This is an optimization exercise on Yosys and OpenROAD, whose aim is small area, a short achievable clock period and few clock cycles per item, not a production implementation.
Where RTL was checked, it was by simulation tests only, not by an equivalence proof against the original.
No functional check of the RTL was part of runs 1 and 2.

`config.mk`:
```
export PLATFORM = sky130hd
export DESIGN_NAME = rational_add_sub_reduce_top
export DESIGN_NICKNAME = rational_add_sub_reduce_top
export VERILOG_FILES = /design/flow/design.v
export SDC_FILE = /design/flow/constraint.sdc
export NUM_CORES = 4
export LEC_CHECK = 0
export CAP_MARGIN = 20
export CORE_MARGIN = 2
export CORE_UTILIZATION = 40
export PLACE_DENSITY = 0.6
export SLEW_MARGIN = 20
```
`constraint.sdc`:
```
create_clock -name core_clock -period 10.0 [get_ports {aclk}]
set_input_delay 2.0000 -clock core_clock [delete_from_list [all_inputs] [get_ports {aclk}]]
set_output_delay 2.0000 -clock core_clock [all_outputs]
set_load 0.01 [all_outputs]
```
`design.v`:
```
`timescale 1ns / 1ps
`default_nettype none
package rasr_pkg;
    localparam int IN_W   = 32;
    localparam int NUM_W  = 64;
    localparam int DEN_W  = 62;
    localparam int MAG_W  = 65;    
    localparam int CNT_W  = 7;
    localparam logic [NUM_W-1:0] NUM_MAX = {1'b0, {(NUM_W-1){1'b1}}};
    localparam logic [DEN_W-1:0] DEN_MAX = {DEN_W{1'b1}};
    typedef struct packed {
        logic                    action;
        logic signed [IN_W-1:0]  a_num;
        logic signed [IN_W-1:0]  a_den;
        logic signed [IN_W-1:0]  b_num;
        logic signed [IN_W-1:0]  b_den;
    } in_item_t;
    typedef struct packed {
        logic signed [NUM_W-1:0] res_num;
        logic [DEN_W-1:0]        res_den;
        logic                    den_error;
    } out_item_t;
    typedef enum logic [3:0] {
        CMD_NONE,
        CMD_LOAD,       
        CMD_MUL,        
        CMD_SUM,        
        CMD_GINIT,      
        CMD_GSTEP,      
        CMD_DINIT,      
        CMD_DSTEP,      
        CMD_DNEXT,      
        CMD_FINAL       
    } cmd_t;
    typedef struct packed {
        logic zero_den;    
        logic zero_num;    
        logic gcd_done;    
        logic div_done;    
    } status_t;
endpackage
`default_nettype wire
`timescale 1ns / 1ps
`default_nettype none
module rational_add_sub_reduce_top
(
    input  wire logic      aclk,
    input  wire logic      aresetn,
    input  wire logic      s_valid,
    output logic           s_ready,
    input  wire logic [128:0] s_data,    
    output logic           m_valid,
    input  wire logic      m_ready,
    output logic [126:0]   m_data       
);
    localparam logic [2:0] ST_IDLE = 3'd0, ST_MUL = 3'd1, ST_INIT = 3'd2,
                           ST_LOOP = 3'd3, ST_HALF2 = 3'd4;
    logic [2:0]  state;
    logic [3:0]  cnt;
    logic [63:0] a, b;           
    logic [1:0]  nx, dx;         
    logic [63:0] ca1, cb1;       
    logic [61:0] ca2, cb2;       
    logic        f1, f2;         
    logic        zden;           
    logic [1:0]  hs;             
    wire        nsign = nx[1];   
    wire [31:0] x_an = cb1[63:32];
    wire [31:0] x_bn = cb1[31:0];
    wire [31:0] x_ad = cb2[31:0];
    function automatic logic [2:0] booth_dec(input logic y1, input logic y0,
                                             input logic yp, input logic flip);
        booth_dec[0] = y0 ^ yp;
        booth_dec[1] = (y1 & ~y0 & ~yp) | (~y1 & y0 & yp);
        booth_dec[2] = y1 ^ flip;
    endfunction
    function automatic logic [35:0] booth_pp(input logic [31:0] x, input logic [2:0] d);
        logic [35:0] m;
        m = d[0] ? {{4{x[31]}}, x} : (d[1] ? {{3{x[31]}}, x, 1'b0} : 36'd0);
        booth_pp = d[2] ? ~m : m;
    endfunction
    logic [2:0] dbd, dad;        
    wire        n1 = dbd[2];
    wire        n2 = dad[2];
    wire        n3 = dbd[2];
    wire [35:0] pp1 = booth_pp(x_an, dbd);
    wire [35:0] pp2 = booth_pp(x_bn, dad);
    wire [35:0] pp3 = booth_pp(x_ad, dbd);
    wire [35:0] acc_n = {{2{nx[1]}}, nx, b[63:32]};
    wire [35:0] acc_d = {{2{dx[1]}}, dx, a[63:32]};
    wire [35:0] cs_s = acc_n ^ pp1 ^ pp2;
    wire [35:0] cs_c = {(acc_n[34:0] & pp1[34:0]) | (acc_n[34:0] & pp2[34:0]) | (pp1[34:0] & pp2[34:0]), n2};
    wire [35:0] sum_n = cs_s + cs_c + {35'd0, n1};
    wire [35:0] sum_d = acc_d + pp3 + {35'd0, n3};
    wire [64:0] s1 = {1'b0, b} - {1'b0, a};    
    wire [63:0] s2 = a - b;                    
    wire        b_lt_a = s1[64];
    wire        bz = (b == 64'd0);
    function automatic logic [1:0] tz3(input logic [2:0] v);
        tz3 = v[0] ? 2'd0 : v[1] ? 2'd1 : v[2] ? 2'd2 : 2'd3;
    endfunction
    wire in_loop = (state == ST_LOOP) && !bz;
    wire k_half  = in_loop && !a[0] && !b[0];
    wire k_swap  = in_loop && !a[0] &&  b[0];
    wire k_shb   = in_loop &&  a[0] && !b[0];
    wire k_sub   = in_loop &&  a[0] &&  b[0];
    wire k_half2 = (state == ST_HALF2);
    wire k_ineg  = (state == ST_INIT) && !zden && nsign;
    logic [1:0]  sh;
    logic [63:0] xsrc;
    always_comb begin
        sh   = 2'd0;
        xsrc = b;
        if (k_sub) begin
            sh   = tz3(s1[2:0]);
            xsrc = b_lt_a ? s2 : s1[63:0];
        end else if (k_shb) begin
            sh   = tz3(b[2:0]);
            xsrc = b;
        end else if (k_swap) begin
            sh   = tz3(a[2:0]);
            xsrc = a;
        end else if (k_half) begin
            sh   = tz3(a[2:0] | b[2:0]);
            xsrc = a;
        end else if (k_half2) begin
            sh   = hs;
            xsrc = a;
        end else if (k_ineg) begin
            sh   = 2'd0;
            xsrc = s2;
        end
    end
    wire [63:0] bsh = xsrc >> sh;
    wire [63:0] ysrc1 = (k_sub && b_lt_a) || k_swap ? ca1 : cb1;
    wire [61:0] ysrc2 = (k_sub && b_lt_a) || k_swap ? ca2 : cb2;
    wire [63:0] cbsh1 = ysrc1 << sh;
    wire [61:0] cbsh2 = ysrc2 << sh;
    wire [63:0] csum1 = ca1 + cb1;
    wire [61:0] csum2 = ca2 + cb2;
    always_ff @(posedge aclk) begin
        if (!aresetn) begin
            state <= ST_IDLE;
        end else begin
            case (state)
                ST_IDLE:  if (s_valid) state <= ST_MUL;
                ST_MUL:   if (cnt == 4'd15) state <= ST_INIT;
                ST_INIT:  state <= ST_LOOP;
                ST_LOOP:  if (bz) begin
                              if (m_ready) state <= ST_IDLE;
                          end else if (k_half) state <= ST_HALF2;
                ST_HALF2: state <= ST_LOOP;
                default:  state <= ST_IDLE;
            endcase
        end
    end
    always_ff @(posedge aclk) begin
        case (state)
            ST_IDLE: begin
                cnt  <= 4'd0;
                b    <= {32'd0, s_data[31:0]};      
                a    <= {32'd0, s_data[95:64]};     
                nx   <= 2'd0;
                dx   <= 2'd0;
                dbd  <= booth_dec(s_data[1], s_data[0], 1'b0, s_data[95] ^ s_data[31]);
                dad  <= booth_dec(s_data[65], s_data[64], 1'b0, s_data[95] ^ s_data[31] ^ s_data[128]);
                cb1  <= {s_data[127:96], s_data[63:32]};   
                cb2[31:0] <= s_data[95:64];                
                f1   <= s_data[95] ^ s_data[31];
                f2   <= s_data[95] ^ s_data[31] ^ s_data[128];
                zden <= (s_data[95:64] == 32'd0) || (s_data[31:0] == 32'd0);
            end
            ST_MUL: begin
                cnt <= cnt + 4'd1;
                {nx, b[63:32]} <= sum_n[35:2];
                b[31:0]        <= {sum_n[1:0], b[31:2]};
                dbd            <= booth_dec(b[3], b[2], b[1], f1);
                {dx, a[63:32]} <= sum_d[35:2];
                a[31:0]        <= {sum_d[1:0], a[31:2]};
                dad            <= booth_dec(a[3], a[2], a[1], f2);
            end
            ST_INIT: begin
                if (zden) begin
                    b   <= 64'd0;
                    ca1 <= 64'd0;
                    ca2 <= 62'd1;
                end else if (nsign) begin
                    b   <= bsh;
                    ca1 <= 64'd1;
                    ca2 <= 62'd1;
                    cb1 <= {64{1'b1}};
                    cb2 <= 62'd0;
                end else begin
                    ca1 <= 64'd0;
                    ca2 <= 62'd1;
                    cb1 <= 64'd1;
                    cb2 <= 62'd0;
                end
            end
            ST_LOOP: begin
                if (k_sub) begin
                    b   <= bsh;
                    if (b_lt_a) a <= b;
                    ca1 <= csum1;
                    ca2 <= csum2;
                    cb1 <= cbsh1;
                    cb2 <= cbsh2;
                end else if (k_shb) begin
                    b   <= bsh;
                    cb1 <= cbsh1;
                    cb2 <= cbsh2;
                end else if (k_swap) begin
                    a   <= b;
                    b   <= bsh;
                    ca1 <= nsign ? {64{1'b1}} : 64'd1;    
                    ca2 <= 62'd0;
                    cb1 <= cbsh1;
                    cb2 <= cbsh2;
                end else if (k_half) begin
                    a   <= b;
                    b   <= bsh;
                    hs  <= sh;
                end
            end
            ST_HALF2: begin
                a <= b;
                b <= bsh;
            end
            default: ;
        endcase
    end
    assign s_ready = (state == ST_IDLE);
    assign m_valid = (state == ST_LOOP) && bz;
    assign m_data  = {ca1, ca2, zden};
endmodule
`default_nettype wire
```
`run.sh`:
```
#!/bin/bash
# synth_recipe.tcl (not shown) runs the flow's synth.tcl, then flattens the netlist and writes it again
# the make line also repeats each setting of config.mk as NAME=value (left out here)
make -C /OpenROAD-flow-scripts/flow DESIGN_CONFIG=/design/flow/config.mk WORK_HOME=/design/flow/orfs CLKGATE_MAP_FILE= SYNTH_SCRIPT=/design/flow/synth_recipe.tcl finish
```
==> results by group, run 1 <==
Place
  • Port buffer count: 261
  • GP Congestion: 1.05
  • DP Area: 47700 µm²
  • DP HPWL: 141000 µm

Yosys
  • Share of the synthesized area in the top cell type: 27.4%
  • Mapped Cells: 5134
  • Post-synth top cells: 515 x a21oi_1, 411 x nand2_1, 399 x edfxtp_1
  • Cell variety after synth: 88
  • Post-synth EDFFs: 399
  • Seq/Total Area, Yosys: 27.5%
  • Post-Syn Area: 43800 µm²
  • Synth warn: 1
  • Asr flop ratio synth: 0%
  • Post-Syn Area per Cell: 8.53 µm²
  • Post-synthesis register bit count: 402
  • Synth area leader: edfxtp_1
  • Most frequent cell after synthesis: a21oi_1
  • Main area contributors after synthesis: edfxtp_1 27%, ha_1 9.3%, mux2i_1 5.9%
  • Syn Nets: 5633
  • Post-synth top flop: edfxtp_1

Critical path
  • Startpoint types: flip-flop
  • Crit end category: flip-flop
  • Critical path peak fanout: 36
  • Crit path arrival time: 7570 ps
  • Worst Path Required: 10420 ps
  • Cell count of the worst reg-to-reg path: 19
  • Setup CP Type: flip-flop to flip-flop

Timing
  • Fin crit period: 7150 ps
  • Final Hold Vio Count: 0
  • RSZ-0062 raised after global routing: no
  • Slew Viols, Final: 0
  • Slew @ Worst Pin: 1220 ps
  • Final worst-path cycle share: 71.5%
  • Fin Setup TNS: 0 ps
  • Final setup viols: 0
  • Worst rel slew slack: 18.1%
  • FMAX: 140 MHz
  • Clock skew: 51.9 ps

GRT
  • Vias in the first global route: 41.9k
  • Global-route wire length before repair: 275000 µm
  • Largest net degree at the start of global routing: 127
  • Overflow after GRT: 0
  • Initial antenna violation count: 9
  • All-Layer GR Usage: 32.1%

Route
  • Vias/cell: 6.63
  • Routed len/inst: 28.2 µm
  • DR iter-0 viols: 6001
  • Via count: 44.1k
  • # DRC: 0
  • Routed wire length: 188000 µm
  • ANT nets after route: 0
  • Drt pass-1 iters: 8

CTS
  • Clock buffer depth: 3
  • CTS Buf Count: 53
  • Level count of the clock H-tree: 2
  • CTS Sinks: 402
  • Clk pin slew, worst setup/hold paths: 60 ps
  • Post-CTS Setup Bufs: 0
  • Root Driver: clkbuf_16
  • CTS tree: done
  • Hold-fix buffers, CTS: 0
  • Post-CTS sizing: 0
  • Worst-Skew Late Latency: 690 ps

Cells and area
  • Final Util: 45.6%
  • Final Cell Area: 49500 µm²
  • Area Growth Syn to Fin: 13.1%
  • Layout cells sized above 1: 5.83%
  • Final nets: 5691

Die
  • Cell Rows: 121
  • Core box area: 109000 µm²
  • Die area: 112000 µm²
  • Boundary pin count: 262
  • Initial Util: 40.3%
  • Die height: 335 µm
  • Die Wd: 335 µm

Outcome
  • Run status: no timing/DRC/antenna violations

Worst hold path
  • Worst hold path type: flip-flop to flip-flop
  • Hold Path Depth: 1

Job
  • Max Cap Viol: 0
==> cells in the final DEF (no fill, tap or decap), drive strengths merged, types with 38 or more instances in the layout <==
cell type | synthesis | routed
fa | 41 | 41
a221oi | 101 | 101
o21ai | 336 | 336
o221ai | 85 | 85
a221o | 53 | 53
inv | 226 | 229
nand3 | 79 | 79
o22ai | 42 | 42
xnor2 | 241 | 241
ha | 325 | 325
a31oi | 49 | 49
a21oi | 519 | 519
nor4 | 43 | 43
a211oi | 47 | 47
o211ai | 57 | 57
clkdlybuf4s50 | 0 | 261
buf | 101 | 73
mux2i | 259 | 259
nand2 | 412 | 412
edfxtp | 399 | 399
clkbuf | 230 | 59
a22oi | 110 | 110
mux2 | 51 | 51
nor3 | 66 | 66
nand4 | 64 | 64
o21a | 51 | 51
a21o | 174 | 174
a22o | 38 | 38
nor2 | 388 | 388
o21bai | 66 | 66
xor2 | 100 | 100
==> worst paths after layout <==
check / startpoint / end / slack (ps)
min: cnt[0] / cnt[0] / 590
max: dad[0] / nx[0] / 2850
max reg2reg: dad[0] / nx[0] / 2850
min reg2reg: cnt[0] / cnt[0] / 590
==> per-stage QoR <==
step	hold WS (ps)	setup slack (ps)	instances
finish	589	2850	6653
global route	625	2390	6649
CTS	590	3010	6649
detailed placement	581	3040	6551
global placement	584	3090	6551
floorplan	563	1860	5134
==> sequential cells by signal (all words and copies together) (netlist names), 2 cells and up <==
| signal | count |
|---|---|
| b | 64 |
| cnt | 4 |
| dbd | 3 |
| ca2 | 62 |
| cb1 | 64 |
| state | 3 |
| a | 64 |
| dx | 2 |
| ca1 | 64 |
| dad | 3 |
| hs | 2 |
| nx | 2 |
| cb2 | 62 |
==> area by class of cell <==
class	instances	area (µm²)
antenna	4	10.0
tap	1414	1770
timing repair buffer	334	3190
fill	10673	59200
inverter	228	863
multi-input combinational	4173	29900
clock inverter	39	454
clock buffer	59	1350
sequential	402	12000
==> per-layer routing <==
metal / wire [µm] / track usage [%] / vias to the layer above
met5: 76 / 0 / -
met4: 8810 / 13.5 / 12
met3: 20300 / 8.15 / 512
met2: 81800 / 49.6 / 2528
met1: 76700 / 42.6 / 21394
li1: - / - / 19659
==> logic make-up after synthesis <==
group / synth area share (%)
and+or+nand+nor: 12.8
xor gates and xnor gates: 6.82
buffers and inverters: 5.00
adders and majority gates: 11.2
muxes: 7.23
DFF: 27.5
AOI/OAI and AO/OA: 29.5
==> worst max-delay path, stage by stage, from the launching register on <==
cell       delay [ps]
edfxtp_1          830
nor2b_2          1070
a22oi_1           200
xnor2_1           200
fa_1              560
inv_1              70
fa_1              430
nor2b_1           160
o31ai_1           120
a22o_1            280
o211ai_1          310
a21oi_1           180
a2111oi_0         660
nor3_1            170
o41ai_1           800
a311o_1           340
nand2_1           100
a31oi_1           170
xnor2_1           140
nor2_1             60
==> inputs of run 2 (changes only) <==
--- a/config.mk
+++ b/config.mk
@@ -5,8 +5,10 @@
 export SDC_FILE = /design/flow/constraint.sdc
 export NUM_CORES = 4
 export LEC_CHECK = 0
+export ABC_CLOCK_PERIOD_IN_PS = 4000
 export CAP_MARGIN = 20
 export CORE_MARGIN = 2
 export CORE_UTILIZATION = 40
 export PLACE_DENSITY = 0.6
+export SETUP_SLACK_MARGIN = 5
 export SLEW_MARGIN = 20
==> run 2 against run 1 <==
Still clean on timing, DRC and antenna. Non-clock buffer count is 153 higher. Critical path depth is 3 higher. Register-to-register slack better by 2000 ps. Die area stayed put. Final cell count is 2.3% higher. Core utilization is 2.7 points higher. Synthesized cell count stayed put. Clock-buffer cell count is 4 lower. Highest routed layer unchanged.
==> results by group, run 2 <==
Timing
  • Worst rel slew slack: 17.9%
  • Final worst-path cycle share: 51.5%
  • Final setup viols: 0
  • FMAX: 194 MHz
  • Clock skew: 60.1 ps
  • Final Hold Vio Count: 0
  • Slew @ Worst Pin: 1220 ps
  • Fin crit period: 5150 ps
  • Slew Viols, Final: 0
  • RSZ-0062 raised after global routing: yes
  • Min Hold Slack: 600 ps
  • Fin Setup TNS: 0 ps

GRT
  • All-Layer GR Usage: 33.7%
  • Overflow after GRT: 0
  • Initial antenna violation count: 4
  • Vias in the first global route: 42.6k
  • Largest net degree at the start of global routing: 130
  • Global-route wire length before repair: 285000 µm

Critical path
  • CP top delay family: compound AO/OA/AOI/OAI gates
  • Crit end category: flip-flop
  • CP Launch Point: dbd[0]
  • Crit path buf inv count: 4
  • Reg-to-Reg Start: dbd[0]
  • Crit path arrival time: 5500 ps
  • Critical path peak fanout: 15
  • Total number of cells along the worst setup path: 22
  • Cell count of the worst reg-to-reg path: 22
  • Worst Path Required: 10350 ps
  • Crit-path cells: nor2b_4 > buf_12 > a22oi_2 > xnor2_2 > fa_1 > ha_4 > o21a_1 > o31ai_4 > a22o_1 > o211ai_1 > a21oi_2 > a2111oi_4 > nor3_2 > o41ai_2 > buf_4 > buf_4 > buf_6 > a21oi_4 > o21ai_2 > o31ai_2 > nand2_1 > o211ai_1
  • Crit-path max cell delay: 530 ps
  • Setup CP Type: flip-flop to flip-flop
  • Startpoint types: flip-flop
  • Slowest-stage cell, CP: fa_1

Yosys
  • Post-Syn Area: 43800 µm²
  • Post-synth EDFFs: 399
  • Post-Syn Area per Cell: 8.53 µm²
  • Post-synth top flop: edfxtp_1
  • Post-synth top cells: 515 x a21oi_1, 411 x nand2_1, 399 x edfxtp_1
  • Mapped Cells: 5134
  • Synth area leader: edfxtp_1
  • Post-synthesis register bit count: 402
  • Asr flop ratio synth: 0%
  • Seq/Total Area, Yosys: 27.5%
  • Synth warn: 1
  • Syn Nets: 5633
  • Most frequent cell after synthesis: a21oi_1
  • Cell variety after synth: 88
  • Share of the synthesized area in the top cell type: 27.4%
  • Main area contributors after synthesis: edfxtp_1 27%, ha_1 9.3%, mux2i_1 5.9%

Place
  • Port buffer count: 261
  • GP Congestion: 1.04
  • DP HPWL: 142000 µm

Route
  • DR iter-0 viols: 6232
  • ANT nets after route: 0
  • Drt pass-1 iters: 9
  • Routed len/inst: 29.2 µm
  • Vias/cell: 6.71
  • Routed wire length: 199000 µm
  • Via count: 45.7k
  • # DRC: 0

Cells and area
  • Commonest non-fill, non-tap cell in the layout: a21oi_1
  • Layout cells sized above 1: 11.9%
  • Most frequent cells in the layout: 501 x a21oi_1, 399 x nand2_1, 399 x edfxtp_1, 370 x nor2_1, 306 x o21ai_0
  • Area Growth Syn to Fin: 19.8%
  • Final nets: 5849
  • Final Util: 48.3%

Die
  • Initial Util: 40.3%
  • Die area: 112000 µm²
  • Core box area: 109000 µm²
  • Die height: 335 µm
  • Die Wd: 335 µm
  • Cell Rows: 121
  • Boundary pin count: 262

CTS
  • Clock buffer depth: 3
  • Clk pin slew, worst setup/hold paths: 60 ps
  • CTS tree: done
  • Worst-Skew Late Latency: 680 ps
  • Hold-fix buffers, CTS: 0
  • Root Driver: clkbuf_16
  • Level count of the clock H-tree: 2
  • CTS Sinks: 402
  • CTS Buf Count: 51

Worst hold path
  • Worst hold path type: flip-flop to flip-flop
  • Hold Path Depth: 1
  • Worst min-delay path startpoint: cnt[0]

Outcome
  • Run status: no timing/DRC/antenna violations

Job
  • Max Cap Viol: 0
-- run 2: final timing paths --
path	to	slack, ps
worst min-delay path	cnt[0]	600
worst min register to register	cnt[0]	600
worst max register to register	b[58]	4850
worst max-delay path	b[58]	4850
-- run 2: repair_timing --
action | 4_1_cts | 5_1_grt
setup endpoints to repair | 338 | 220
resized for setup | 155 | 139
cloned | 16 | 2
setup buffers | 77 | 64
pin swaps | 40 | 42
-- run 2: per-layer routing --
layer | global-route usage, % | part of all wire, %
met1 | 45.1 | 40
met2 | 51.2 | 42
met3 | 8.80 | 12
met4 | 14.6 | 5.6
met5 | 0.521 | 0.040
-- run 2: kinds of logic (layout without fill, tap and decap cells) --
kind of cell,count (synthesis),after routing,synth area share [%]
flops,402,402,27.5
fa+ha+maj,366,366,11.2
buf+inv,559,811,5.00
simple gates,1236,1242,12.8
xor+xnor,341,341,6.82
other cells,0,2,0
mux,310,310,7.23
compound gates,1920,1921,29.5
-- run 2: area by class of cell --
| cell class | count | area (µm²) |
|---|---|---|
| repair buffers | 487 | 4870 |
| inverters | 228 | 911 |
| well taps | 1414 | 1770 |
| flip-flops and latches | 402 | 12000 |
| clock inverters | 41 | 460 |
| fillers | 10499 | 56200 |
| clock buffers | 55 | 1290 |
| diodes | 2 | 5.00 |
| multi-input cells | 4180 | 31100 |
-- run 2: stage by stage --
stage	setup WS, ps	cell area (µm²)	std cells
6_report	4850	52500	6809
5_1_grt	4770	52500	6807
4_1_cts	4850	51200	6739
3_5_place_dp	3520	47700	6550
3_3_place_gp	3470	47700	6548
2_1_floorplan	5010	43800	5134
==> inputs of run 3 (changes only) <==
--- a/design.v
+++ b/design.v
@@ -61,31 +61,30 @@
     logic [1:0]  nx, dx;         
     logic [63:0] ca1, cb1;       
     logic [61:0] ca2, cb2;       
-    logic        f1, f2;         
+    logic        pb, pa;         
+    logic        f1, f2, f3;     
     logic        zden;           
     logic [1:0]  hs;             
     wire        nsign = nx[1];   
     wire [31:0] x_an = cb1[63:32];
     wire [31:0] x_bn = cb1[31:0];
     wire [31:0] x_ad = cb2[31:0];
-    function automatic logic [2:0] booth_dec(input logic y1, input logic y0,
-                                             input logic yp, input logic flip);
-        booth_dec[0] = y0 ^ yp;
-        booth_dec[1] = (y1 & ~y0 & ~yp) | (~y1 & y0 & yp);
-        booth_dec[2] = y1 ^ flip;
+    function automatic logic [35:0] booth_pp(input logic [31:0] x, input logic y1,
+                                             input logic y0, input logic yp, input logic flip);
+        logic one, two, neg;
+        logic [35:0] m;
+        one = y0 ^ yp;
+        two = (y1 & ~y0 & ~yp) | (~y1 & y0 & yp);
+        neg = y1 ^ flip;
+        m = one ? {{4{x[31]}}, x} : (two ? {{3{x[31]}}, x, 1'b0} : 36'd0);
+        booth_pp = neg ? ~m : m;
     endfunction
-    function automatic logic [35:0] booth_pp(input logic [31:0] x, input logic [2:0] d);
-        logic [35:0] m;
-        m = d[0] ? {{4{x[31]}}, x} : (d[1] ? {{3{x[31]}}, x, 1'b0} : 36'd0);
-        booth_pp = d[2] ? ~m : m;
-    endfunction
-    logic [2:0] dbd, dad;        
-    wire        n1 = dbd[2];
-    wire        n2 = dad[2];
-    wire        n3 = dbd[2];
-    wire [35:0] pp1 = booth_pp(x_an, dbd);
-    wire [35:0] pp2 = booth_pp(x_bn, dad);
-    wire [35:0] pp3 = booth_pp(x_ad, dbd);
+    wire        n1 = b[1] ^ f1;
+    wire        n2 = a[1] ^ f2;
+    wire        n3 = b[1] ^ f3;
+    wire [35:0] pp1 = booth_pp(x_an, b[1], b[0], pb, f1);
+    wire [35:0] pp2 = booth_pp(x_bn, a[1], a[0], pa, f2);
+    wire [35:0] pp3 = booth_pp(x_ad, b[1], b[0], pb, f3);
     wire [35:0] acc_n = {{2{nx[1]}}, nx, b[63:32]};
     wire [35:0] acc_d = {{2{dx[1]}}, dx, a[63:32]};
     wire [35:0] cs_s = acc_n ^ pp1 ^ pp2;
@@ -162,22 +161,23 @@
                 a    <= {32'd0, s_data[95:64]};     
                 nx   <= 2'd0;
                 dx   <= 2'd0;
-                dbd  <= booth_dec(s_data[1], s_data[0], 1'b0, s_data[95] ^ s_data[31]);
-                dad  <= booth_dec(s_data[65], s_data[64], 1'b0, s_data[95] ^ s_data[31] ^ s_data[128]);
+                pb   <= 1'b0;
+                pa   <= 1'b0;
                 cb1  <= {s_data[127:96], s_data[63:32]};   
                 cb2[31:0] <= s_data[95:64];                
                 f1   <= s_data[95] ^ s_data[31];
                 f2   <= s_data[95] ^ s_data[31] ^ s_data[128];
+                f3   <= s_data[95] ^ s_data[31];
                 zden <= (s_data[95:64] == 32'd0) || (s_data[31:0] == 32'd0);
             end
             ST_MUL: begin
                 cnt <= cnt + 4'd1;
                 {nx, b[63:32]} <= sum_n[35:2];
                 b[31:0]        <= {sum_n[1:0], b[31:2]};
-                dbd            <= booth_dec(b[3], b[2], b[1], f1);
+                pb             <= b[1];
                 {dx, a[63:32]} <= sum_d[35:2];
                 a[31:0]        <= {sum_d[1:0], a[31:2]};
-                dad            <= booth_dec(a[3], a[2], a[1], f2);
+                pa             <= a[1];
             end
             ST_INIT: begin
                 if (zden) begin
--- a/config.mk
+++ b/config.mk
@@ -5,10 +5,8 @@
 export SDC_FILE = /design/flow/constraint.sdc
 export NUM_CORES = 4
 export LEC_CHECK = 0
-export ABC_CLOCK_PERIOD_IN_PS = 4000
 export CAP_MARGIN = 20
 export CORE_MARGIN = 2
 export CORE_UTILIZATION = 40
 export PLACE_DENSITY = 0.6
-export SETUP_SLACK_MARGIN = 5
 export SLEW_MARGIN = 20
==> run 3 against run 2 <==
Clock-buffer cell count up 3. Clock skew down 19 ps. Critical path depth fell by 4.
==> results by group, run 3 <==
Outcome
  • Run status: no timing/DRC/antenna violations

Timing
  • RSZ-0062 raised after global routing: no
  • Final setup viols: 0
  • Worst rel slew slack: 15.9%
  • Fin Setup TNS: 0 ps
  • Final Hold Vio Count: 0
  • Slew @ Worst Pin: 1260 ps
  • FMAX: 151 MHz
  • Slew Viols, Final: 0
  • Final worst-path cycle share: 66.4%
  • Clock skew: 40.9 ps
  • Fin crit period: 6640 ps

Critical path
  • Crit end category: flip-flop
  • Critical path peak fanout: 103
  • Worst Path Required: 10420 ps
  • Setup CP Type: flip-flop to flip-flop
  • Crit path arrival time: 7070 ps
  • Startpoint types: flip-flop

Place
  • Placed Cells: 6954
  • DP HPWL: 145000 µm
  • GP Congestion: 1.04
  • Port buffer count: 261

Yosys
  • Post-synth top cells: 760 x nand2_1, 579 x a21oi_1, 395 x edfxtp_1
  • Most frequent cell after synthesis: nand2_1
  • Post-synthesis register bit count: 398
  • Main area contributors after synthesis: edfxtp_1 27%, ha_1 9.0%, a21oi_1 6.5%
  • Post-synth top flop: edfxtp_1
  • Synth area leader: edfxtp_1
  • Cell variety after synth: 107
  • Share of the synthesized area in the top cell type: 26.5%
  • Post-Syn Area per Cell: 8.19 µm²
  • Asr flop ratio synth: 0%
  • Post-synth EDFFs: 395
  • Mapped Cells: 5468
  • Syn Nets: 5965
  • Synth warn: 1
  • Post-Syn Area: 44800 µm²
  • Seq/Total Area, Yosys: 26.6%

Cells and area
  • Register area: 11900 µm²
  • Commonest non-fill, non-tap cell in the layout: nand2_1
  • Fillers: 11.1k
  • Fin cells: 7060
  • Final Util: 45.5%
  • Layout cells sized above 1: 4.89%
  • Area of the multi-input gates: 30800 µm²
  • Area Growth Syn to Fin: 12.8%
  • Most frequent cells in the layout: 754 x nand2_1, 576 x a21oi_1, 395 x edfxtp_1, 366 x nor2_1, 323 x ha_1
  • Final nets: 6019

Die
  • Die height: 339 µm
  • Die area: 115000 µm²
  • Initial Util: 40.4%
  • Die Wd: 339 µm
  • Boundary pin count: 262
  • Core box area: 111000 µm²
  • Cell Rows: 122

GRT
  • Global-route wire length before repair: 284000 µm
  • Initial antenna violation count: 3
  • Overflow after GRT: 0
  • Vias in the first global route: 43.5k
  • Largest net degree at the start of global routing: 104
  • All-Layer GR Usage: 32.3%

CTS
  • Root Driver: clkbuf_16
  • Level count of the clock H-tree: 2
  • CTS Buf Count: 53
  • Post-CTS Setup Bufs: 0
  • CTS tree: done
  • CTS Sinks: 398
  • Clk pin slew, worst setup/hold paths: 60 ps
  • Worst-Skew Late Latency: 690 ps
  • Hold-fix buffers, CTS: 0
  • Post-CTS sizing: 0
  • Clock buffer depth: 3

Route
  • Via count: 45.8k
  • # DRC: 0
  • Routed len/inst: 27.4 µm
  • Routed wire length: 193000 µm
  • Drt pass-1 iters: 7
  • Vias/cell: 6.48
  • DR iter-0 viols: 5667
  • ANT nets after route: 0

Job
  • Max Cap Viol: 0

Worst hold path
  • Worst hold path type: flip-flop to flip-flop
## run 3: kinds of logic after synthesis
family	share of synthesized area [%]
AND/OR/NAND/NOR	16.9
AO/OA/AOI/OAI	27.7
buffers and inverters	5.10
adder cells (fa/ha/maj)	10.9
flip-flops	26.6
multiplexers	5.91
XOR/XNOR	6.90
## run 3: critical path: stages (launching register included)
cell and delay [ps]:
edfxtp_1 320, buf_4 590, inv_1 130, ha_1 240, inv_1 70, fa_1 230, nand2b_1 110, a21oi_2 230
o21ai_1 130, a311o_1 500, a211o_1 440, a211o_4 580, nand2_4 400, a21o_4 480, buf_12 490, mux2i_1 320
mux2i_1 150, a221o_1 360, a31o_2 210
## run 3: final cells by class
class	instances	share of cell area [%]
Antenna cell	5	0.0248
Clock buffer	58	2.67
Clock inverter	42	0.798
Inverter	211	1.58
Multi-Input combinational cell	4511	61.1
Sequential cell	398	23.6
Tap cell	1488	3.69
Timing Repair Buffer	347	6.53
## run 3: worst paths after layout
check | startpoint | to | slack (ps) | cells after the start
max reg2reg | b[0] | cb1[63] | 3360 | 18
min | cnt[0] | cnt[0] | 610 | 1
max | b[0] | cb1[63] | 3360 | 18
min reg2reg | cnt[0] | cnt[0] | 610 | 1
## run 3: per-layer routing
metal	global-route usage [%]	wire length, µm	vias up
met5	0	0	-
met4	16.8	11200	0
met3	6.78	20200	474
met2	49.0	82400	2626
met1	43.0	79300	22114
li1	-	-	20570
## run 3: stage by stage
step | instance area, µm² | hold WS (ps) | worst slack (ps)
6_report | 50500 | 608 | 3360
5_1_grt | 50500 | 645 | 3040
4_1_cts | 50400 | 614 | 3510
3_5_place_dp | 48700 | 608 | 3550
3_3_place_gp | 48700 | 592 | 3710
2_1_floorplan | 44800 | 563 | 1310
Testbench counts of run 3, summed over its fixed seeds: cycles 189,446, items 3,200.

## what the ideal ports hide
How much do the figures lean on ideal ports? The routed layouts below were timed once more, with nothing changed but the port constraints. Step 1: set_driving_cell puts a clkbuf_16 on aclk and a buf_2 on each other input, an assumption about the parent block. Step 2, shift: input delay + t, output delay - t, t = (earliest + latest rising clock arrival at the registers) / 2. This alone moves slack from input paths to output paths. a / b / c = no drivers / after step 1 / after step 2; a / b = the first two.
| run | shift t [ns] | setup WS [ns] | worst setup path after step 2 | pins driven straight from the clock port |
|---|---|---|---|---|
| run 1 | 0.745 | 2.847 / 2.847 / 2.847 | register to register | 1 |
| run 2 | 0.722 | 4.848 / 4.848 / 4.848 | register to register | 1 |
| run 3 | 0.744 | 3.357 / 3.357 / 3.357 | register to register | 1 |
After both steps setup and hold are still met in every run listed.
